Source: an optimization exercise on an open RTL-to-GDS flow (aim: small area, a short achievable clock period and few clock cycles per item). Production flows keep margins and buffers that such runs may drop.
Where RTL was checked, it was by simulation tests only, not by an equivalence proof against the original.
For run 3, only the layout was checked, not whether the RTL still works.
Power and IR drop assume default switching activity.

File: flow/flow/run.sh
#!/bin/bash
# Standard synthesis, unchanged; then the standard ORFS layout steps with
# the settings below.
set -euo pipefail
bash standard.sh synth > synth.log 2>&1
bash standard.sh \
  BUFFER_PORTS_ARGS=-buffer_cell\ sky130_fd_sc_hd__buf_2 \
  SETUP_SLACK_MARGIN=7.9 \
  CTS_ARGS=-sink_clustering_enable\ -repair_clock_nets\ -dont_use_dummy_load \
  finish > layout.log 2>&1
File: flow/standard.sh
#!/bin/bash
# synth_recipe.tcl (not shown) runs the flow's synth.tcl, then flattens the netlist and writes it again
# the make line also repeats each setting of config.mk as NAME=value (left out here)
make -C /OpenROAD-flow-scripts/flow DESIGN_CONFIG=/design/flow/config.mk WORK_HOME=/design/flow/orfs CLKGATE_MAP_FILE= SYNTH_SCRIPT=/design/flow/synth_recipe.tcl "${@:-finish}"
File: flow/config.mk
export PLATFORM = sky130hd
export DESIGN_NAME = inline_markup_style_parser_core
export DESIGN_NICKNAME = inline_markup_style_parser_core
export VERILOG_FILES = /design/flow/design.v
export SDC_FILE = /design/flow/constraint.sdc
export NUM_CORES = 4
export LEC_CHECK = 0
export CAP_MARGIN = 20
export CORE_MARGIN = 2
export CORE_UTILIZATION = 50
export SLEW_MARGIN = 20
File: flow/constraint.sdc
create_clock -name core_clock -period 11.0 [get_ports {clk}]
set_input_delay 2.2000 -clock core_clock [delete_from_list [all_inputs] [get_ports {clk}]]
set_output_delay 2.2000 -clock core_clock [all_outputs]
set_load 0.01 [all_outputs]
File: flow/design.v
`timescale 1ns / 1ps
`default_nettype none
package imsp_pkg;
	localparam logic [1:0] KIND_CHAR = 2'd0;
	localparam logic [1:0] KIND_EOL  = 2'd1;
	localparam logic [1:0] KIND_EOF  = 2'd2;
	localparam logic [1:0] EV_CHAR   = 2'd0;
	localparam logic [1:0] EV_PARA   = 2'd1;
	localparam logic [1:0] EV_CENTRE = 2'd2;
	localparam logic [1:0] EV_ERROR  = 2'd3;
	localparam int ST_BOLD   = 0;
	localparam int ST_ITALIC = 1;
	localparam int ST_UNDER  = 2;
	localparam int ST_STRIKE = 3;
	localparam logic [15:0] CH_BSLASH = 16'h005C;
	localparam logic [15:0] CH_GT     = 16'h003E;
	localparam logic [15:0] CH_LT     = 16'h003C;
	localparam logic [15:0] CH_STAR   = 16'h002A;
	localparam logic [15:0] CH_UNDER  = 16'h005F;
	localparam logic [15:0] CH_TILDE  = 16'h007E;
	function automatic logic [15:0] hdr_unit(input logic [3:0] pos);
		logic [15:0] u;
		case (pos)
			4'd0: u = 16'h002F;
			4'd1: u = 16'h002A;
			4'd2: u = 16'h004D;
			4'd3: u = 16'h0054;
			4'd4: u = 16'h0058;
			4'd5: u = 16'h0054;
			4'd6: u = 16'h0031;
			4'd7: u = 16'h002A;
			4'd8: u = 16'h002F;
			default: u = '0;
		endcase
		hdr_unit = u;
	endfunction
endpackage
`default_nettype wire
`timescale 1ns / 1ps
`timescale 1ns / 1ps
`timescale 1ns / 1ps
`timescale 1ns / 1ps
`default_nettype none
module inline_markup_style_parser_core (
	input  wire logic        clk,
	input  wire logic        arst_n,
	input  wire logic        items_valid,
	output logic             items_ready,
	input  wire logic [15:0] items_code,
	input  wire logic [1:0]  items_kind,
	output logic             results_valid,
	input  wire logic        results_ready,
	output logic [1:0]       results_event_res,
	output logic [15:0]      results_char_out,
	output logic             results_bold,
	output logic             results_italic,
	output logic             results_underline,
	output logic             results_strike,
	output logic             results_last
);
	localparam logic [3:0] PH_SKIP = 4'd12;
	localparam logic [3:0] PH_ERR  = 4'd13;
	localparam logic [2:0] P_NONE = 3'd0;
	localparam logic [2:0] P_BS   = 3'd1;
	localparam logic [2:0] P_LT   = 3'd2;
	localparam logic [2:0] P_TL   = 3'd3;
	localparam logic [2:0] P_ST1  = 3'd4;
	localparam logic [2:0] P_ST2  = 3'd5;
	localparam int SB = imsp_pkg::ST_BOLD;
	localparam int SI = imsp_pkg::ST_ITALIC;
	localparam int SU = imsp_pkg::ST_UNDER;
	localparam int SS = imsp_pkg::ST_STRIKE;
	logic        s_v, i_v;
	logic [15:0] s_code, i_code;
	logic        s_nc, i_nc;
	logic [1:0]  i_kind;
	logic [3:0]  ph_q;
	logic        body_q;
	logic        first_q, zero_q, cent_q, step_q;
	logic [2:0]  pend_q;
	logic [3:0]  sty_q;
	logic        o_v, o_last;
	logic [1:0]  o_ev;
	logic [15:0] o_ch;
	logic [3:0]  o_sty;
	logic acc, or_free, consume, i_free, rdy_q;
	assign items_ready = rdy_q;
	assign acc         = items_valid && rdy_q && (items_kind != 2'd3);
	assign or_free     = !o_v || results_ready;
	logic [15:0] u_code;
	logic        u_nc;
	assign u_nc   = (items_kind != imsp_pkg::KIND_CHAR);
	assign u_code = {items_code[15:1], u_nc ? items_kind[1] : items_code[0]};
	logic k_char, k_eol, k_eof;
	logic in_hdr, in_skip, in_body;
	logic is_bs, is_lt, is_gt, is_st, is_ul, is_tl, hdr_ok;
	assign i_kind  = !i_nc ? imsp_pkg::KIND_CHAR : (i_code[0] ? imsp_pkg::KIND_EOF : imsp_pkg::KIND_EOL);
	assign k_char  = (i_kind == imsp_pkg::KIND_CHAR);
	assign k_eol   = (i_kind == imsp_pkg::KIND_EOL);
	assign k_eof   = (i_kind == imsp_pkg::KIND_EOF);
	assign in_hdr  = !body_q && !(ph_q[3] && ph_q[2]);
	assign in_skip = !body_q && ph_q[3] && ph_q[2] && !ph_q[0];
	assign in_body = body_q;
	assign is_bs   = (i_code == imsp_pkg::CH_BSLASH);
	assign is_lt   = (i_code == imsp_pkg::CH_LT);
	assign is_gt   = (i_code == imsp_pkg::CH_GT);
	assign is_st   = (i_code == imsp_pkg::CH_STAR);
	assign is_ul   = (i_code == imsp_pkg::CH_UNDER);
	assign is_tl   = (i_code == imsp_pkg::CH_TILDE);
	logic hi0, c_sl, c_m, c_t, c_x, c_1;
	assign hi0    = (i_code[15:8] == 8'h00);
	assign c_sl   = hi0 && (i_code[7:0] == 8'h2F);
	assign c_m    = hi0 && (i_code[7:0] == 8'h4D);
	assign c_t    = hi0 && (i_code[7:0] == 8'h54);
	assign c_x    = hi0 && (i_code[7:0] == 8'h58);
	assign c_1    = hi0 && (i_code[7:0] == 8'h31);
	always_comb begin
		case (ph_q)
			4'd0, 4'd8: hdr_ok = c_sl;
			4'd1, 4'd7: hdr_ok = is_st;
			4'd2:       hdr_ok = c_m;
			4'd3, 4'd5: hdr_ok = c_t;
			4'd4:       hdr_ok = c_x;
			4'd6:       hdr_ok = c_1;
			default:    hdr_ok = 1'b0;
		endcase
	end
	logic        a_para, a_tl, a_lt, has_a, two;
	logic        b_v;
	logic [1:0]  b_ev;
	logic [15:0] b_ch;
	logic [3:0]  b_sty, rs;
	logic        go;
	logic [3:0]  n_ph;
	logic        n_body;
	logic        n_first, n_zero, n_cent;
	logic [2:0]  n_pend;
	logic [3:0]  n_sty;
	assign a_para = in_body && zero_q && !first_q && (k_eol || k_char) && !pp_q;
	assign a_tl   = in_body && k_char && (pend_q == P_TL) && !is_tl;
	assign a_lt   = in_body && k_char && (pend_q == P_LT);
	assign has_a  = a_para || a_tl || a_lt;
	always_comb begin
		n_ph    = ph_q;
		n_body  = body_q;
		n_first = first_q;
		n_zero  = zero_q;
		n_cent  = cent_q;
		n_pend  = pend_q;
		n_sty   = sty_q;
		b_v     = 1'b0;
		b_ev    = imsp_pkg::EV_CHAR;
		b_ch    = '0;
		b_sty   = '0;
		rs      = sty_q;
		go      = 1'b0;
		case (i_kind)
			imsp_pkg::KIND_EOF: begin
				if (in_hdr) begin
					b_v  = 1'b1;
					b_ev = imsp_pkg::EV_ERROR;
				end else if (in_body && !zero_q && (pend_q == P_BS || pend_q == P_TL)) begin
					b_v   = 1'b1;
					b_ch  = (pend_q == P_BS) ? imsp_pkg::CH_BSLASH : imsp_pkg::CH_TILDE;
					b_sty = sty_q;
				end
				n_ph    = 4'd0;
				n_body  = 1'b0;
				n_first = 1'b1;
				n_zero  = 1'b1;
				n_cent  = 1'b0;
				n_pend  = P_NONE;
				n_sty   = '0;
			end
			imsp_pkg::KIND_EOL: begin
				if (in_hdr) begin
					b_v  = 1'b1;
					b_ev = imsp_pkg::EV_ERROR;
					n_ph = PH_ERR;
				end else if (in_skip) begin
					n_body = 1'b1;
				end else if (in_body) begin
					if (!zero_q && (pend_q == P_BS || pend_q == P_TL)) begin
						b_v   = 1'b1;
						b_ch  = (pend_q == P_BS) ? imsp_pkg::CH_BSLASH : imsp_pkg::CH_TILDE;
						b_sty = sty_q;
					end
					n_first = 1'b0;
					n_zero  = 1'b1;
					n_cent  = 1'b0;
					n_pend  = P_NONE;
					n_sty   = '0;
				end
			end
			imsp_pkg::KIND_CHAR: begin
				if (in_hdr) begin
					if (!hdr_ok) begin
						b_v  = 1'b1;
						b_ev = imsp_pkg::EV_ERROR;
						n_ph = PH_ERR;
					end else begin
						n_ph = (ph_q == 4'd8) ? PH_SKIP : ph_q + 4'd1;
					end
				end else if (in_body) begin
					n_first = 1'b0;
					n_zero  = 1'b0;
					if (zero_q && is_gt) begin
						b_v    = 1'b1;
						b_ev   = imsp_pkg::EV_CENTRE;
						n_cent = 1'b1;
					end else begin
						go = 1'b1;
						case (pend_q)
							P_BS: begin
								b_v    = 1'b1;
								b_ch   = i_code;
								b_sty  = sty_q;
								n_pend = P_NONE;
								go     = 1'b0;
							end
							P_TL: begin
								if (is_tl) begin
									n_sty[SS] = ~sty_q[SS];
									n_pend    = P_NONE;
									go        = 1'b0;
								end
							end
							P_ST1: begin
								if (is_st) begin
									n_pend = P_ST2;
									go     = 1'b0;
								end else begin
									rs[SI] = ~sty_q[SI];
								end
							end
							P_ST2: begin
								if (is_st) begin
									n_sty[SB] = ~sty_q[SB];
									n_sty[SI] = ~sty_q[SI];
									n_pend    = P_NONE;
									go        = 1'b0;
								end else begin
									rs[SB] = ~sty_q[SB];
								end
							end
							default: ;
						endcase
						if (go) begin
							n_pend = P_NONE;
							n_sty  = rs;
							if (is_bs) begin
								n_pend = P_BS;
							end else if (is_lt && cent_q) begin
								n_pend = P_LT;
							end else if (is_st) begin
								n_pend = P_ST1;
							end else if (is_ul) begin
								n_sty[SU] = ~rs[SU];
							end else if (is_tl) begin
								n_pend = P_TL;
							end else begin
								b_v   = 1'b1;
								b_ch  = i_code;
								b_sty = rs;
							end
						end
					end
				end
			end
			default: ;
		endcase
	end
	logic adv, bcent_q;
	logic pre_ok, pre_para, pp_q, pp_last;
	assign pre_ok   = i_v && !step_q && in_body && k_eol && !zero_q
		&& (pend_q != P_BS) && (pend_q != P_TL);
	assign pre_para = pre_ok && items_valid && rdy_q && !items_kind[1];
	assign pp_last  = items_kind[0]
		|| ((items_code[15:8] == 8'h00) && (items_code[7:0] == 8'h5C || items_code[7:0] == 8'h2A
		|| items_code[7:0] == 8'h5F || items_code[7:0] == 8'h7E));
	logic plain;
	assign plain = !(is_bs || (is_lt && cent_q) || is_st || is_ul || is_tl);
	assign two   = in_body && k_char && (
		(zero_q && !first_q && !pp_q && (is_gt || plain))
		|| ((pend_q == P_TL || pend_q == P_LT) && plain));
	assign adv     = i_v && or_free;
	assign consume = adv && (step_q || !two);
	assign i_free  = !i_v || consume;
	logic        e_v, e_last;
	logic [1:0]  e_ev;
	logic [15:0] e_ch;
	logic [3:0]  e_sty;
	logic flush_bs, flush_tl, b_code, b_cen, b_err, bv;
	logic x_emit, sel_code, c_tl, c_lt, c_bs, e_para, e_cen, e_err;
	logic [3:0] tog;
	assign flush_bs = in_body && !k_char && !zero_q && (pend_q == P_BS);
	assign flush_tl = in_body && !k_char && !zero_q && (pend_q == P_TL);
	assign b_code   = in_body && k_char && !(zero_q && is_gt) && ((pend_q == P_BS) || plain);
	assign b_cen    = in_body && k_char && zero_q && is_gt;
	assign b_err    = in_hdr && (!k_char || !hdr_ok);
	assign bv       = b_code || b_cen || b_err || flush_bs || flush_tl;
	assign x_emit   = !step_q && !has_a && b_code;
	assign sel_code = (step_q && !bcent_q) || x_emit;
	assign c_tl     = !step_q && (a_tl || flush_tl);
	assign c_lt     = !step_q && a_lt;
	assign c_bs     = !step_q && flush_bs;
	assign e_para   = !step_q && a_para;
	assign e_cen    = (step_q && bcent_q) || (!step_q && !has_a && b_cen);
	assign e_err    = !step_q && b_err;
	assign tog      = {2'b00, pend_q == P_ST1, pend_q == P_ST2};
	assign e_v    = i_v && (step_q || has_a || bv);
	assign e_last = step_q || !two;
	assign e_ev   = {e_cen || e_err, e_para || e_err};
	assign e_ch   = ({16{sel_code}} & i_code) | ({16{c_tl}} & imsp_pkg::CH_TILDE)
		| ({16{c_lt}} & imsp_pkg::CH_LT) | ({16{c_bs}} & imsp_pkg::CH_BSLASH);
	assign e_sty  = (sel_code || c_tl || c_lt || c_bs) ? (sty_q ^ (x_emit ? tog : 4'h0)) : 4'h0;
	always_ff @(posedge clk or negedge arst_n) begin
		if (!arst_n) begin
			s_v     <= 1'b0;
			rdy_q   <= 1'b0;
			i_v     <= 1'b0;
			o_v     <= 1'b0;
			pp_q    <= 1'b0;
			step_q  <= 1'b0;
			ph_q    <= 4'd0;
			body_q  <= 1'b0;
			first_q <= 1'b1;
			zero_q  <= 1'b1;
			cent_q  <= 1'b0;
			pend_q  <= P_NONE;
			sty_q   <= '0;
		end else begin
			s_v   <= !i_free && (s_v || acc);
			rdy_q <= !(!i_free && (s_v || acc));
			if (i_free) begin
				i_v  <= s_v || acc;
				pp_q <= pre_para;
			end
			if (or_free) begin
				o_v <= e_v || pre_para;
			end
			if (adv) begin
				step_q <= two && !step_q;
			end
			if (adv && !step_q) begin
				ph_q    <= n_ph;
				body_q  <= n_body;
				first_q <= n_first;
				zero_q  <= n_zero;
				cent_q  <= n_cent;
				pend_q  <= n_pend;
				sty_q   <= n_sty;
			end
		end
	end
	always_ff @(posedge clk) begin
		if (!s_v) begin
			s_code <= u_code;
			s_nc   <= u_nc;
		end
		if (i_free) begin
			i_code <= s_v ? s_code : u_code;
			i_nc   <= s_v ? s_nc : u_nc;
		end
		if (adv && !step_q) begin
			bcent_q <= b_cen;
		end
		if (or_free) begin
			o_last <= pre_ok ? pp_last : e_last;
			o_ev   <= {e_ev[1], e_ev[0] || pre_para};
			o_ch   <= e_ch;
			o_sty  <= e_sty;
		end
	end
	assign results_valid     = o_v;
	assign results_event_res = o_ev;
	assign results_char_out  = o_ch;
	assign results_bold      = o_sty[SB];
	assign results_italic    = o_sty[SI];
	assign results_underline = o_sty[SU];
	assign results_strike    = o_sty[SS];
	assign results_last      = o_last;
endmodule
`default_nettype wire
==> results of run 1 <==
==> power breakdown <==
group	switching, uW	internal (uW)
clock	90.6	73.1
sequential	66.2	389
combinational	140	111
==> registers in the layout, indices dropped and copies added (netlist names) <==
| signal | cells |
|---|---|
| bcent_q | 1 |
| first_q | 1 |
| pend_q | 3 |
| ph_q | 4 |
| i_v | 1 |
| cent_q | 1 |
| o_v | 1 |
| zero_q | 1 |
| rdy_q | 1 |
| o_ev | 2 |
| step_q | 1 |
| o_last | 1 |
| s_v | 1 |
| o_sty | 4 |
| sty_q | 4 |
| o_ch | 16 |
| body_q | 1 |
| pp_q | 1 |
| i_nc | 1 |
| s_nc | 1 |
| i_code | 16 |
| s_code | 16 |
==> cell usage in the layout, fill, tap and decap left out, types with 14 or more instances in the layout <==
cell type / count
dfrtp_1: 19
dfxtp_1: 17
nand2_1: 36
buf_2: 46
a21oi_1: 17
mux2_2: 14
nor2b_1: 14
o21ai_0: 14
edfxtp_1: 41
nor2_1: 18
inv_1: 21
==> timing repair <==
| action | CTS | global route |
|---|---|---|
| resized for setup | 4 | 4 |
| pin swaps | 1 | 2 |
| gates cloned | 1 | 0 |
| endpoints found under the setup margin | 29 | 26 |
| setup buffers | 3 | 4 |
==> metal layers <==
metal,global-route usage [%],wire length [um],vias up,part of all wire (%)
met5,0,0,-,0
met4,7.35,102,0,1.2
met3,4.80,449,9,5.1
met2,32.9,4020,80,45
met1,31.4,4280,1408,48
li1,-,-,1490,-
==> cell families (layout without fill, tap and decap cells) <==
logic type               Yosys count  count (layout)  share of synthesized area [%]
AND/OR/NAND/NOR                  152             152                           21.9
adder cells (fa/ha/maj)            5               5                           1.52
XOR/XNOR                           3               3                          0.667
AO/OA/AOI/OAI                     81              81                           14.0
flip-flops                        79              79                           53.3
multiplexers                      17              17                           4.79
buffers and inverters             38              85                           3.87
==> worst paths after layout <==
| kind | start | end | slack, ns |
|---|---|---|---|
| max | o_last | results_last | 7.92 |
| min | s_nc | s_nc | 0.47 |
| max reg2reg | i_code[11] | o_ch[5] | 8.08 |
| min reg2reg | s_nc | s_nc | 0.47 |
| max in group asynchronous | arst_n | first_q | 8.80 |
| min in group asynchronous | arst_n | ph_q[3] | 1.82 |
==> layout make-up <==
class                           count  area share (%)
Timing Repair Buffer               53            6.53
Tap cell                          102            2.82
Sequential cell                    79            46.5
Clock buffer                        9            2.74
Multi-Input combinational cell    258            39.4
Inverter                           22            1.91
Timing Repair inverter              1           0.166
==> stage by stage <==
| step | hold WS, ns | utilization (%) | cell area, sq um | std cells |
|---|---|---|---|---|
| 2_1_floorplan | 0.427 | - | 4020 | 375 |
| 3_3_place_gp | 0.444 | 55.8 | 4290 | 507 |
| 3_5_place_dp | 0.459 | 55.8 | 4290 | 507 |
| 4_1_cts | 0.477 | 58.0 | 4460 | 520 |
| 5_1_grt | 0.497 | 58.8 | 4520 | 524 |
| 6_report | 0.470 | 58.8 | 4520 | 524 |
==> worst min-delay path: cells and delay by family, from the launching register on <==
kind,cells,cell delay (ns)
simple gates,1,0.04
compound gates,1,0.08
flops,1,0.31
==> load_flow_metrics.sql, run 1 <==
INSERT INTO impl_metrics (metric_group, metric, value, unit) VALUES
('placement', 'routabilityCongestion', '0.859', ''),
('final_layout', 'layout-drive-gt1-share', '25.4', '%'),
('clock_tree', 'cts_buffer_depth', '2', ''),
('yosys', 'synth.yosys.seq_area_share', '53.3', '%'),
('timing', 'grt_setup_unrepaired', 'true', ''),
('yosys', 'yosys.cell_count.top_type', 'edfxtp_1', ''),
('yosys', 'synth_cell_type_count', '72', ''),
('timing', 'timing.max_slew.rel_slack', '38.6', '%'),
('worst_hold_path', 'min-delay-path-class', 'reg -> reg', ''),
('global_route', 'largest_net_degree_at_the_start_of_global_routing', '22', ''),
('critical_path', 'crit_buf_inv', '1', ''),
('final_layout', 'finish.net_count', '450', ''),
('placement', 'preCtsSetupSlack', '7.24', 'ns'),
('timing', 'final-max-slew-violation-count', '0', ''),
('yosys', 'postSynth.asyncResetShare', '26.6', '%'),
('die', 'ios', '47', ''),
('yosys', 'synth_enable_flop_cells', '41', ''),
('yosys', 'post_synth_most_frequent_cells', 'edfxtp_1, nand2_1, inv_1', ''),
('final_layout', 'num-fill-cells', '673', ''),
('placement', 'numPortBuffers', '46', ''),
('pwr', 'powerDensity', '193', 'nW/um^2'),
('timing', 'totalNegativeSetupSlack', '0', 'ns'),
('route', 'detailedRoute.firstPassIterationCount', '4', ''),
('route', 'via_count', '2987', ''),
('timing', 'hold_viol', '0', ''),
('critical_path', 'critical_path.max_stage_delay', '0.37', 'ns'),
('yosys', 'post_synth_main_area_contributors', 'edfxtp_1, dfrtp_1, dfxtp_1, mux2_2, nand2_1', ''),
('global_route', 'globalRouteOverflowTotal', '0', ''),
('clock_tree', 'clock_tree.htree_level_count', '3', ''),
('yosys', 'synth_area_leader_cell', 'edfxtp_1', ''),
('final_layout', 'ff_latch_area', '2100', 'sq um'),
('critical_path', 'timing.critical_path.arrival', '0.88', 'ns'),
('timing', 'setup-violations-final', '0', ''),
('global_route', 'groute.usage.overall', '21.9', '%'),
('clock_tree', 'cts_inserted_buffers', '9', ''),
('timing', 'period_minus_slack', '3.08', 'ns'),
('critical_path', 'worstSetupPathDepth', '1', ''),
('clock_tree', 'cts_hold_buffers', '0', ''),
('die', 'die_w', '92.8', 'um'),
('global_route', 'first_pass_grt_wire_length', '14.5', 'mm'),
('timing', 'tightest_slew', '0.913', 'ns'),
('critical_path', 'worstPathMaxFanout', '1', ''),
('critical_path', 'crit_chain', 'buf_2', ''),
('route', 'vias_per_cell', '5.70', ''),
('critical_path', 'rr_worst_depth', '6', ''),
('final_layout', 'layout-area-overhead-vs-synth', '14.6', '%'),
('final_layout', 'antenna_cells', '0', ''),
('yosys', 'avgSynthCellArea', '10.5', 'sq um'),
('pwr', 'leakagePower', '0.00179', 'uW'),
('clock_tree', 'cts_tree', 'built', ''),
('critical_path', 'worst_ep_required_time', '8.80', 'ns'),
('outcome', 'outcome', 'finished clean', ''),
('run', 'max_cap_violations', '0', ''),
('timing', 'min_period_over_period', '28.0', '%'),
('clock_tree', 'worst_skew_pair.late_latency', '0.36', 'ns'),
('timing', 'timing.final.ws_setup', '7.92', 'ns'),
('yosys', 'postSynthCellCount', '375', ''),
('global_route', 'number_of_global_route_vias_before_repair', '2786', ''),
('route', 'routed_wire_length_per_instance', '16.9', 'um'),
('route', 'routed_wirelength', '8.86', 'mm'),
('route', 'final_antenna_net_count', '0', ''),
('die', 'fp.dieH', '92.8', 'um'),
('yosys', 'synth_top_cell_area_share', '31.2', '%'),
('timing', 'timing.clock.skew', '0.0293', 'ns'),
('clock_tree', 'clock_sink_count', '79', ''),
('pwr', 'max-vdd-ir-drop', '0.177', 'mV'),
('clock_tree', 'ctsRootBufferMaster', 'clkbuf_8', ''),
('yosys', 'synthesis.yosys.warnings', '1', ''),
('timing', 'max_freq', '325', 'MHz'),
('yosys', 'ys_ff_latch', '79', ''),
('critical_path', 'critical_path.slowest_cell', 'edfxtp_1', '');
Testbench counts, summed over its fixed seeds: cycles 40,349, items 40,240.
==> inputs of run 2 (changes only) <==
--- a/flow/config.mk
+++ b/flow/config.mk
@@ -9,3 +9,3 @@
 export CORE_MARGIN = 2
-export CORE_UTILIZATION = 50
+export CORE_UTILIZATION = 60
 export SLEW_MARGIN = 20
==> load_flow_metrics.sql, run 2 <==
INSERT INTO impl_metrics (metric_group, metric, value, unit) VALUES
('worst_hold_path', 'worst_hold_path.endpoint', 's_code[11]', ''),
('final_layout', 'mostFrequentLayoutCell', 'buf_2', ''),
('yosys', 'synth_enable_flop_cells', '41', ''),
('critical_path', 'crit_buf_inv', '1', ''),
('worst_hold_path', 'hold_depth', '1', ''),
('placement', 'place.detailed.hpwl', '6.11', 'mm'),
('pwr', 'powerDensity', '194', 'nW/um^2'),
('yosys', 'post_synth_most_frequent_cells', 'edfxtp_1, nand2_1, inv_1', ''),
('die', 'initial_core_util', '62.1', '%'),
('yosys', 'synth.cell_area', '3940', 'sq um'),
('route', 'detailedRoute.firstIterationViolations', '288', ''),
('pwr', 'net-switching-power', '297', 'uW'),
('route', 'final_antenna_net_count', '0', ''),
('route', 'detailedRoute.firstPassIterationCount', '5', ''),
('placement', 'numPortBuffers', '46', ''),
('yosys', 'synth_cell_type_count', '72', ''),
('pwr', 'leakagePower', '0.00177', 'uW'),
('critical_path', 'crit_chain', 'buf_2', ''),
('yosys', 'synth_compound_area_share', '14.0', '%'),
('timing', 'period_minus_slack', '3.07', 'ns'),
('critical_path', 'critPathLaunch', 'o_last', ''),
('clock_tree', 'cts_buffer_depth', '2', ''),
('clock_tree', 'worst_skew_pair.late_latency', '0.36', 'ns'),
('timing', 'grt_setup_unrepaired', 'true', ''),
('yosys', 'synth_mux_area_share', '4.79', '%'),
('yosys', 'synth_top_family_by_area', 'simple AND/OR/NAND/NOR gates', ''),
('critical_path', 'critical_path.reg2reg.startpoint', 'i_code[11]', ''),
('critical_path', 'critPathLaunchType', 'flop', ''),
('yosys', 'avgSynthCellArea', '10.5', 'sq um'),
('critical_path', 'critPathTopFamily', 'flip-flops', ''),
('timing', 'setup-violations-final', '0', ''),
('yosys', 'synthesis.yosys.warnings', '1', ''),
('critical_path', 'worstPathMaxFanout', '1', ''),
('critical_path', 'critical_path.slowest_cell', 'edfxtp_1', ''),
('timing', 'final-max-slew-violation-count', '0', ''),
('placement', 'routabilityCongestion', '0.877', ''),
('timing', 'tightest_slew', '1.07', 'ns'),
('final_layout', 'layout-drive-gt1-share', '25.1', '%'),
('yosys', 'postSynth.asyncResetShare', '26.6', '%'),
('clock_tree', 'clock_sink_count', '79', ''),
('pwr', 'share_seq_of_total_power', '52.8', '%'),
('clock_tree', 'cts_inserted_buffers', '9', ''),
('timing', 'min_period_over_period', '27.9', '%'),
('global_route', 'grt_antenna_before_repair', '0', ''),
('outcome', 'outcome', 'finished clean', ''),
('timing', 'timing.max_slew.rel_slack', '28.3', '%'),
('pwr', 'comb_power_share', '28.3', '%'),
('yosys', 'synth_ff_type', 'edfxtp_1', ''),
('route', 'vias_per_cell', '6.23', ''),
('final_layout', 'layout.cells.most_common_list', 'buf_2, edfxtp_1, nand2_1', ''),
('yosys', 'synth_area_leader_cell', 'edfxtp_1', ''),
('pwr', 'design_power_total', '864', 'uW'),
('yosys', 'synth.yosys.seq_area_share', '53.3', '%'),
('critical_path', 'end_kind', 'primary output', ''),
('die', 'core_area', '6350', 'sq um'),
('timing', 'final.hold.worst_slack', '0.474', 'ns'),
('global_route', 'globalRouteOverflowTotal', '0', ''),
('timing', 'hold_viol', '0', ''),
('die', 'design.die.area', '7240', 'sq um'),
('critical_path', 'worst_ep_required_time', '8.80', 'ns'),
('final_layout', 'layout-area-overhead-vs-synth', '13.1', '%'),
('critical_path', 'regToRegEndpoint', 'o_ch[5]', ''),
('pwr', 'internal-power', '566', 'uW'),
('clock_tree', 'clock_tree.htree_level_count', '3', ''),
('critical_path', 'rr_worst_depth', '6', ''),
('pwr', 'p_sw_share', '34.4', '%'),
('pwr', 'portion_of_total_power_attributed_to_the_clock_network', '18.9', '%'),
('yosys', 'synth_adder_area_share', '1.52', '%'),
('route', 'routed_wirelength', '8.83', 'mm'),
('critical_path', 'critical_path.max_stage_delay', '0.37', 'ns'),
('clock_tree', 'cts_tree', 'built', ''),
('critical_path', 'timing.critical_path.arrival', '0.87', 'ns'),
('yosys', 'yosys.cell_count.top_type', 'edfxtp_1', ''),
('timing', 'totalNegativeSetupSlack', '0', 'ns'),
('worst_hold_path', 'min-delay-path-class', 'reg -> reg', ''),
('pwr', 'max-vdd-ir-drop', '0.156', 'mV'),
('route', 'drc_errors', '0', ''),
('final_layout', 'antenna_cells', '0', ''),
('final_layout', 'finish.net_count', '447', ''),
('global_route', 'number_of_global_route_vias_before_repair', '2838', ''),
('clock_tree', 'ctsRootBufferMaster', 'clkbuf_8', ''),
('yosys', 'synth_simple_gate_area_share', '21.9', '%'),
('yosys', 'synthXorXnorAreaFrac', '0.666', '%'),
('final_layout', 'largest_registers', 'i_code: 16 flops, o_ch: 16 flops, s_code: 16 flops', ''),
('yosys', 'postSynthCellCount', '375', ''),
('global_route', 'largest_net_degree_at_the_start_of_global_routing', '22', ''),
('yosys', 'post_synth_main_area_contributors', 'edfxtp_1, dfrtp_1, dfxtp_1, mux2_2, nand2_1', ''),
('route', 'routed_wire_length_per_instance', '17.8', 'um'),
('clock_tree', 'worst_setup_hold_path_clk_slew', '0.08', 'ns'),
('yosys', 'synth_top_cell_area_share', '31.2', '%'),
('run', 'max_cap_violations', '0', ''),
('yosys', 'synthesized_nets', '401', ''),
('timing', 'timing.clock.skew', '0.0305', 'ns'),
('die', 'fp.dieH', '85.1', 'um'),
('yosys', 'ys_ff_latch', '79', ''),
('critical_path', 'reg2reg_setup_slack', '8.08', 'ns'),
('die', 'ios', '47', ''),
('critical_path', 'timing_worst_setup_path_type', 'reg -> out', ''),
('global_route', 'groute.usage.overall', '25.2', '%'),
('global_route', 'first_pass_grt_wire_length', '14.0', 'mm'),
('die', 'die_w', '85.1', 'um'),
('route', 'via_count', '3088', ''),
('worst_hold_path', 'min_from', 's_code[11]', ''),
('timing', 'max_freq', '326', 'MHz'),
('die', 'core.rowCount', '29', '');
## run 2: cell counts after synthesis
No cell type changed its count.
## run 2: layer usage
| metal | track usage, % | wire (um) | vias to the layer above |
|---|---|---|---|
| met3 | 3.89 | 552 | 24 |
| met1 | 36.1 | 4080 | 1465 |
| met4 | 11.3 | 247 | 0 |
| met2 | 38.1 | 3950 | 118 |
| li1 | - | - | 1481 |
| met5 | 0 | 0 | - |
## run 2: metrics by stage
stage | worst slack, ns | utilization (%) | instance area, sq um | std cells
final | 7.93 | 70.2 | 4460 | 496
after global routing | 7.88 | 70.2 | 4460 | 496
after CTS | 7.90 | 69.6 | 4420 | 495
after detailed placement | 7.27 | 67.0 | 4260 | 482
after global placement | 7.31 | 67.0 | 4260 | 482
after floorplan | 7.65 | - | 4020 | 375
## run 2: final cells by class
type / instances / area, sq um
fillers: 495 / 1890
repair buffers: 49 / 253
well taps: 77 / 96.3
repair inverters: 1 / 7.51
multi-input cells: 259 / 1790
clock buffers: 9 / 124
inverters: 22 / 86.3
flip-flops and latches: 79 / 2100
## run 2: power groups by stage
| stage | sequential, uW | clock (uW) | combinational (uW) |
|---|---|---|---|
| 3_3_place_gp | 457 | 0 | 225 |
| 6_report | 456 | 163 | 244 |
| 5_1_grt | 466 | 177 | 267 |
| 2_1_floorplan | 440 | 0 | 176 |
| 3_5_place_dp | 460 | 0 | 230 |
| 4_1_cts | 454 | 167 | 240 |
## run 2: repair_timing
action                     in CTS  in global routing
setup endpoints to repair      28                 40
hold buffers                    0                  0
pin swaps                       2                  2
gates resized for setup         2                  6
buffers inserted                3                  0
cloned                          1                  1
## run 2: worst max path at each step
stage / end / slack, ns / cells past startpoint
after floorplan: step_q / 7.65 / 5
after global placement: step_q / 7.31 / 5
after detailed placement: step_q / 7.27 / 5
after CTS: i_code[15] / 7.90 / 4
after global routing: results_last / 7.88 / 1
final: results_last / 7.93 / 1
## run 2: cells by family (layout without fill, tap and decap cells)
group                    count (synthesis)  after routing
XOR/XNOR                                 3              3
flip-flops                              79             79
AO/OA/AOI/OAI                           81             82
buffers and inverters                   38             81
AND/OR/NAND/NOR                        152            152
adder cells (fa/ha/maj)                  5              5
multiplexers                            17             17
==> inputs of run 3 (changes only) <==
--- a/flow/design.v
+++ b/flow/design.v
@@ -39,3 +39,33 @@
 `timescale 1ns / 1ps
+`default_nettype none
+module imsp_queue (
+	input  wire logic results_ready,
+	input  wire logic o_v,
+	input  wire logic i_v,
+	input  wire logic step_q,
+	input  wire logic two,
+	output logic      or_free,
+	output logic      adv,
+	output logic      adv0,
+	output logic      i_free
+);
+	assign or_free = !o_v || results_ready;
+	assign adv     = i_v && or_free;
+	assign adv0    = adv && !step_q;
+	assign i_free  = !i_v || (or_free && (step_q || !two));
+endmodule
+`default_nettype wire
 `timescale 1ns / 1ps
+`default_nettype none
+module imsp_back #(
+	parameter int W = 1
+) (
+	input  wire logic         sel,
+	input  wire logic [W-1:0] d_new,
+	input  wire logic [W-1:0] d_old,
+	output logic      [W-1:0] d
+);
+	assign d = sel ? d_new : d_old;
+endmodule
+`default_nettype wire
 `timescale 1ns / 1ps
@@ -88,3 +118,2 @@
 	assign acc         = items_valid && rdy_q && (items_kind != 2'd3);
-	assign or_free     = !o_v || results_ready;
 	logic [15:0] u_code;
@@ -273,9 +302,9 @@
 	logic adv, bcent_q;
-	logic pre_ok, pre_para, pp_q, pp_last;
-	assign pre_ok   = i_v && !step_q && in_body && k_eol && !zero_q
-		&& (pend_q != P_BS) && (pend_q != P_TL);
-	assign pre_para = pre_ok && items_valid && rdy_q && !items_kind[1];
-	assign pp_last  = items_kind[0]
-		|| ((items_code[15:8] == 8'h00) && (items_code[7:0] == 8'h5C || items_code[7:0] == 8'h2A
-		|| items_code[7:0] == 8'h5F || items_code[7:0] == 8'h7E));
+	logic pre_para, pp_q, pp_last;
+	assign pre_para = i_v && !step_q && in_body && k_eol && !zero_q
+		&& (pend_q != P_BS) && (pend_q != P_TL)
+		&& acc && (items_kind == imsp_pkg::KIND_CHAR || items_kind == imsp_pkg::KIND_EOL);
+	assign pp_last  = (items_kind == imsp_pkg::KIND_EOL)
+		|| (items_code == imsp_pkg::CH_BSLASH) || (items_code == imsp_pkg::CH_STAR)
+		|| (items_code == imsp_pkg::CH_UNDER) || (items_code == imsp_pkg::CH_TILDE);
 	logic plain;
@@ -285,6 +314,15 @@
 		|| ((pend_q == P_TL || pend_q == P_LT) && plain));
-	assign adv     = i_v && or_free;
-	assign consume = adv && (step_q || !two);
-	assign i_free  = !i_v || consume;
-	logic        e_v, e_last;
+	logic adv0;
+	imsp_queue u_ctl (
+		.results_ready (results_ready),
+		.o_v     (o_v),
+		.i_v     (i_v),
+		.step_q  (step_q),
+		.two     (two),
+		.or_free (or_free),
+		.adv     (adv),
+		.adv0    (adv0),
+		.i_free  (i_free)
+	);
+	logic        e_v, e_last, e_a;
 	logic [1:0]  e_ev;
@@ -292,26 +330,29 @@
 	logic [3:0]  e_sty;
-	logic flush_bs, flush_tl, b_code, b_cen, b_err, bv;
-	logic x_emit, sel_code, c_tl, c_lt, c_bs, e_para, e_cen, e_err;
-	logic [3:0] tog;
-	assign flush_bs = in_body && !k_char && !zero_q && (pend_q == P_BS);
-	assign flush_tl = in_body && !k_char && !zero_q && (pend_q == P_TL);
-	assign b_code   = in_body && k_char && !(zero_q && is_gt) && ((pend_q == P_BS) || plain);
-	assign b_cen    = in_body && k_char && zero_q && is_gt;
-	assign b_err    = in_hdr && (!k_char || !hdr_ok);
-	assign bv       = b_code || b_cen || b_err || flush_bs || flush_tl;
-	assign x_emit   = !step_q && !has_a && b_code;
-	assign sel_code = (step_q && !bcent_q) || x_emit;
-	assign c_tl     = !step_q && (a_tl || flush_tl);
-	assign c_lt     = !step_q && a_lt;
-	assign c_bs     = !step_q && flush_bs;
-	assign e_para   = !step_q && a_para;
-	assign e_cen    = (step_q && bcent_q) || (!step_q && !has_a && b_cen);
-	assign e_err    = !step_q && b_err;
-	assign tog      = {2'b00, pend_q == P_ST1, pend_q == P_ST2};
-	assign e_v    = i_v && (step_q || has_a || bv);
+	assign e_a    = has_a && !step_q;
+	assign e_v    = i_v && (step_q || has_a || b_v);
 	assign e_last = step_q || !two;
-	assign e_ev   = {e_cen || e_err, e_para || e_err};
-	assign e_ch   = ({16{sel_code}} & i_code) | ({16{c_tl}} & imsp_pkg::CH_TILDE)
-		| ({16{c_lt}} & imsp_pkg::CH_LT) | ({16{c_bs}} & imsp_pkg::CH_BSLASH);
-	assign e_sty  = (sel_code || c_tl || c_lt || c_bs) ? (sty_q ^ (x_emit ? tog : 4'h0)) : 4'h0;
+	always_comb begin
+		if (step_q) begin
+			e_ev  = bcent_q ? imsp_pkg::EV_CENTRE : imsp_pkg::EV_CHAR;
+			e_ch  = bcent_q ? 16'h0000 : i_code;
+			e_sty = bcent_q ? 4'h0 : sty_q;
+		end else if (has_a) begin
+			e_ev  = a_para ? imsp_pkg::EV_PARA : imsp_pkg::EV_CHAR;
+			e_ch  = a_tl ? imsp_pkg::CH_TILDE : (a_lt ? imsp_pkg::CH_LT : 16'h0000);
+			e_sty = a_para ? 4'h0 : sty_q;
+		end else begin
+			e_ev  = b_ev;
+			e_ch  = b_ch;
+			e_sty = b_sty;
+		end
+	end
+	logic [14:0] st_d;
+	imsp_back #(
+		.W (15)
+	) u_commit (
+		.sel   (adv0),
+		.d_new ({n_ph, n_body, n_first, n_zero, n_cent, n_pend, n_sty}),
+		.d_old ({ph_q, body_q, first_q, zero_q, cent_q, pend_q, sty_q}),
+		.d     (st_d)
+	);
 	always_ff @(posedge clk or negedge arst_n) begin
@@ -344,11 +385,3 @@
 			end
-			if (adv && !step_q) begin
-				ph_q    <= n_ph;
-				body_q  <= n_body;
-				first_q <= n_first;
-				zero_q  <= n_zero;
-				cent_q  <= n_cent;
-				pend_q  <= n_pend;
-				sty_q   <= n_sty;
-			end
+			{ph_q, body_q, first_q, zero_q, cent_q, pend_q, sty_q} <= st_d;
 		end
@@ -364,8 +397,8 @@
 		end
-		if (adv && !step_q) begin
-			bcent_q <= b_cen;
+		if (adv0) begin
+			bcent_q <= (b_ev == imsp_pkg::EV_CENTRE);
 		end
 		if (or_free) begin
-			o_last <= pre_ok ? pp_last : e_last;
-			o_ev   <= {e_ev[1], e_ev[0] || pre_para};
+			o_last <= pre_para ? pp_last : e_last;
+			o_ev   <= pre_para ? imsp_pkg::EV_PARA : e_ev;
 			o_ch   <= e_ch;
--- a/flow/config.mk
+++ b/flow/config.mk
@@ -11 +11,3 @@
 export SLEW_MARGIN = 20
+export SYNTH_HIERARCHICAL = 1
+export SYNTH_MINIMUM_KEEP_SIZE = 0
==> load_flow_metrics.sql, run 3 <==
INSERT INTO impl_metrics (metric_group, metric, value, unit) VALUES
('die', 'core.rowCount', '30', ''),
('global_route', 'number_of_global_route_vias_before_repair', '3126', ''),
('clock_tree', 'worst_skew_pair.late_latency', '0.35', 'ns'),
('yosys', 'synth_cell_type_count', '69', ''),
('route', 'routed_wirelength', '9.54', 'mm'),
('worst_hold_path', 'worst_hold_path.endpoint', 's_code[0]', ''),
('yosys', 'synth.yosys.seq_area_share', '49.2', '%'),
('critical_path', 'critical_path.reg2reg.startpoint', 'ph_q[0]', ''),
('final_layout', 'finalCoreUtilization', '69.4', '%'),
('die', 'die_w', '88.3', 'um'),
('clock_tree', 'cts_tree', 'built', ''),
('route', 'via_count', '3285', ''),
('pwr', 'design_power_total', '882', 'uW'),
('route', 'drc_errors', '0', ''),
('timing', 'hold_viol', '0', ''),
('placement', 'routabilityCongestion', '1.00', ''),
('clock_tree', 'ctsRootBufferMaster', 'clkbuf_8', ''),
('clock_tree', 'clock_tree.htree_level_count', '3', ''),
('critical_path', 'reg2reg_setup_slack', '8.12', 'ns'),
('critical_path', 'worstPathMaxFanout', '3', ''),
('clock_tree', 'cts_inserted_buffers', '9', ''),
('critical_path', 'rr_worst_depth', '9', ''),
('timing', 'min_period_over_period', '30.4', '%'),
('route', 'detailedRoute.firstIterationViolations', '287', ''),
('final_layout', 'layout.cells.most_common_list', 'buf_2, edfxtp_1, nand2_1', ''),
('timing', 'grt_setup_unrepaired', 'true', ''),
('critical_path', 'regToRegEndpoint', 'ph_q[3]', ''),
('timing', 'period_minus_slack', '3.35', 'ns'),
('clock_tree', 'cts_hold_buffers', '0', ''),
('clock_tree', 'worst_setup_hold_path_clk_slew', '0.07', 'ns'),
('final_layout', 'num-fill-cells', '560', ''),
('timing', 'tightest_slew', '0.792', 'ns'),
('yosys', 'synth_area_leader_cell', 'edfxtp_1', ''),
('run', 'max_cap_violations', '0', ''),
('final_layout', 'layout-drive-gt1-share', '24.5', '%'),
('clock_tree', 'clock_sink_count', '79', ''),
('die', 'initial_core_util', '62.4', '%'),
('route', 'final_antenna_net_count', '0', ''),
('worst_hold_path', 'min_from', 's_code[0]', ''),
('final_layout', 'layout-area-overhead-vs-synth', '11.2', '%'),
('pwr', 'powerDensity', '186', 'nW/um^2'),
('timing', 'timing.max_slew.rel_slack', '46.8', '%'),
('yosys', 'synthesized_nets', '424', ''),
('yosys', 'synth_top_cell_area_share', '28.9', '%'),
('yosys', 'post_synth_most_frequent_cells', 'edfxtp_1, nand2_1, a21oi_1, nor2_1', ''),
('route', 'vias_per_cell', '6.13', ''),
('pwr', 'leakagePower', '0.00191', 'uW'),
('yosys', 'ys_ff_latch', '79', ''),
('yosys', 'synth_ff_type', 'edfxtp_1', ''),
('critical_path', 'critPathLaunchType', 'primary input', ''),
('global_route', 'largest_net_degree_at_the_start_of_global_routing', '27', ''),
('placement', 'place.detailed.hpwl', '6.75', 'mm'),
('yosys', 'synth_enable_flop_cells', '41', ''),
('die', 'core_area', '6830', 'sq um'),
('global_route', 'first_pass_grt_wire_length', '15.4', 'mm'),
('die', 'fp.dieH', '88.3', 'um'),
('yosys', 'synth.cell_area', '4260', 'sq um'),
('critical_path', 'timing_worst_setup_path_type', 'in -> reg', ''),
('yosys', 'postSynth.asyncResetShare', '26.6', '%'),
('yosys', 'post_synth_main_area_contributors', 'edfxtp_1, dfrtp_1, dfxtp_1, mux2_2, mux2_4', ''),
('timing', 'totalNegativeSetupSlack', '0', 'ns'),
('yosys', 'synthesis.yosys.warnings', '7', ''),
('clock_tree', 'cts_buffer_depth', '2', ''),
('critical_path', 'timing.critical_path.arrival', '3.44', 'ns'),
('die', 'ios', '47', ''),
('yosys', 'yosys.cell_count.top_type', 'edfxtp_1', ''),
('route', 'detailedRoute.firstPassIterationCount', '5', ''),
('outcome', 'outcome', 'finished clean', ''),
('pwr', 'max-vdd-ir-drop', '0.162', 'mV'),
('placement', 'numPortBuffers', '46', ''),
('final_layout', 'antenna_cells', '0', ''),
('timing', 'max_freq', '299', 'MHz'),
('placement', 'preCtsSetupSlack', '7.26', 'ns'),
('timing', 'timing.clock.skew', '0.0254', 'ns'),
('global_route', 'grt_antenna_before_repair', '0', ''),
('final_layout', 'finish.net_count', '468', ''),
('timing', 'final-max-slew-violation-count', '0', ''),
('global_route', 'groute.usage.overall', '25.8', '%'),
('route', 'routed_wire_length_per_instance', '17.8', 'um'),
('die', 'design.die.area', '7800', 'sq um'),
('global_route', 'globalRouteOverflowTotal', '0', ''),
('worst_hold_path', 'min-delay-path-class', 'reg -> reg', ''),
('critical_path', 'end_kind', 'flop', ''),
('yosys', 'postSynthCellCount', '398', ''),
('final_layout', 'mostFrequentLayoutCell', 'buf_2', ''),
('worst_hold_path', 'hold_depth', '2', ''),
('final_layout', 'largest_registers', 'i_code: 16 flops, o_ch: 16 flops, s_code: 16 flops', ''),
('yosys', 'avgSynthCellArea', '10.7', 'sq um'),
('critical_path', 'worst_ep_required_time', '11.09', 'ns'),
('timing', 'setup-violations-final', '0', ''),
('timing', 'timing.final.ws_setup', '7.65', 'ns');
[run 3: cell types whose count changed in the layout (fill, tap and decap cells not counted), sizes merged, moves of 5 or more]
cell   delta
a21oi     +8
mux2     +14
nand2    -11
nand3     -5
nor4      +5
[run 3: per-layer routing]
layer / share of wire, % / global-route usage (%)
met1: 46 / 35.7
met2: 47 / 41.1
met3: 5.8 / 4.29
met4: 1.5 / 9.50
met5: 0 / 0
[run 3: worst max path at each step]
stage,startpoint,to,slack (ns)
2_1_floorplan,items_kind[1],o_last,7.42
3_3_place_gp,items_kind[1],o_last,7.27
3_5_place_dp,items_kind[1],o_last,7.26
4_1_cts,items_kind[1],o_last,7.67
5_1_grt,items_kind[1],o_last,7.63
6_report,items_kind[1],o_last,7.65
[run 3: metrics by stage]
stage / hold slack [ns] / instances / cell area, sq um
final: 0.475 / 536 / 4740
after CTS: 0.472 / 533 / 4690
after detailed placement: 0.455 / 521 / 4530
after floorplan: 0.431 / 398 / 4290
after global placement: 0.445 / 521 / 4530
after global routing: 0.493 / 536 / 4740
[run 3: final cells by class]
cell class	instances	area [sq um]	area share, %
clock buffer	9	124	2.61
multi-input combinational	283	2040	43.1
sequential	79	2100	44.3
timing repair buffer	52	289	6.10
tap	96	120	2.53
inverter	17	63.8	1.35
[run 3: kinds of logic (layout without fill, tap and decap cells)]
logic type / after synthesis / count (layout) / share of synthesized area, %
multiplexers: 33 / 33 / 9.48
adder cells (fa/ha/maj): 5 / 5 / 1.41
AO/OA/AOI/OAI: 90 / 91 / 14.0
buffers and inverters: 37 / 78 / 4.14
flip-flops: 79 / 79 / 49.2
AND/OR/NAND/NOR: 150 / 150 / 20.9
XOR/XNOR: 4 / 4 / 0.822
[run 3: power by group]
part	leakage, uW	internal, uW	switching, uW	total (uW)
Sequential	0.000860	374	69.7	444
Clock	0.0000647	73.1	90.1	163
Combinational	0.000982	123	152	275
[run 3: timing repair]
| action | CTS | global route |
|---|---|---|
| endpoints found under the hold margin | 0 | 0 |
| buffers inserted | 2 | 3 |
| pin swaps | 3 | 2 |
| gates resized for setup | 3 | 4 |
| setup endpoints to repair | 5 | 29 |
| gates cloned | 1 | 0 |
[run 3: per-module statistics from Yosys, one instance, submodules excluded, excerpt]
| module | cell area, sq um | flops+latches | times used | cells |
|---|---|---|---|---|
| inline_markup_style_parser_core | 3980 | 79 | 1 | 375 |
| imsp_queue | 42.5 | 0 | 1 | 6 |
[run 3: worst max-delay path: stages]
cell and delay (ns):
buf_8 0.10, or4b_1 0.45, or3_4 0.36, o32a_1 0.33

## separate check: timing with driven ports
The flow's constraints put no driver on any port. The routed layouts listed below were extracted and timed again, unchanged, in two steps.
Step 1 assumes that a clkbuf_16 drives the clock port and a buf_2 every other input.
Step 2, shift: input delay + t, output delay - t, t = (earliest + latest rising clock arrival at the registers) / 2. This alone moves slack from input paths to output paths.
Three values: no drivers, after step 1, after step 2; two values: the first two.
run | t (ns) | setup WS [ns] | clock arrival spread, ns | slew at the worst register clock pin (ns)
run 1 | 0.378 | 7.923 / 7.892 / 7.568 | 0.029 / 0.029 | 0.09 / 0.09
run 2 | 0.372 | 7.930 / 7.900 / 7.580 | 0.030 / 0.031 | 0.09 / 0.09
run 3 | 0.369 | 7.653 / 7.638 / 7.269 | 0.026 / 0.026 | 0.08 / 0.08
After both steps setup and hold are still met in every run listed. The setup slack of run 3, which loses most, moves by -0.015 ns with the drivers and by -0.384 ns with both steps.
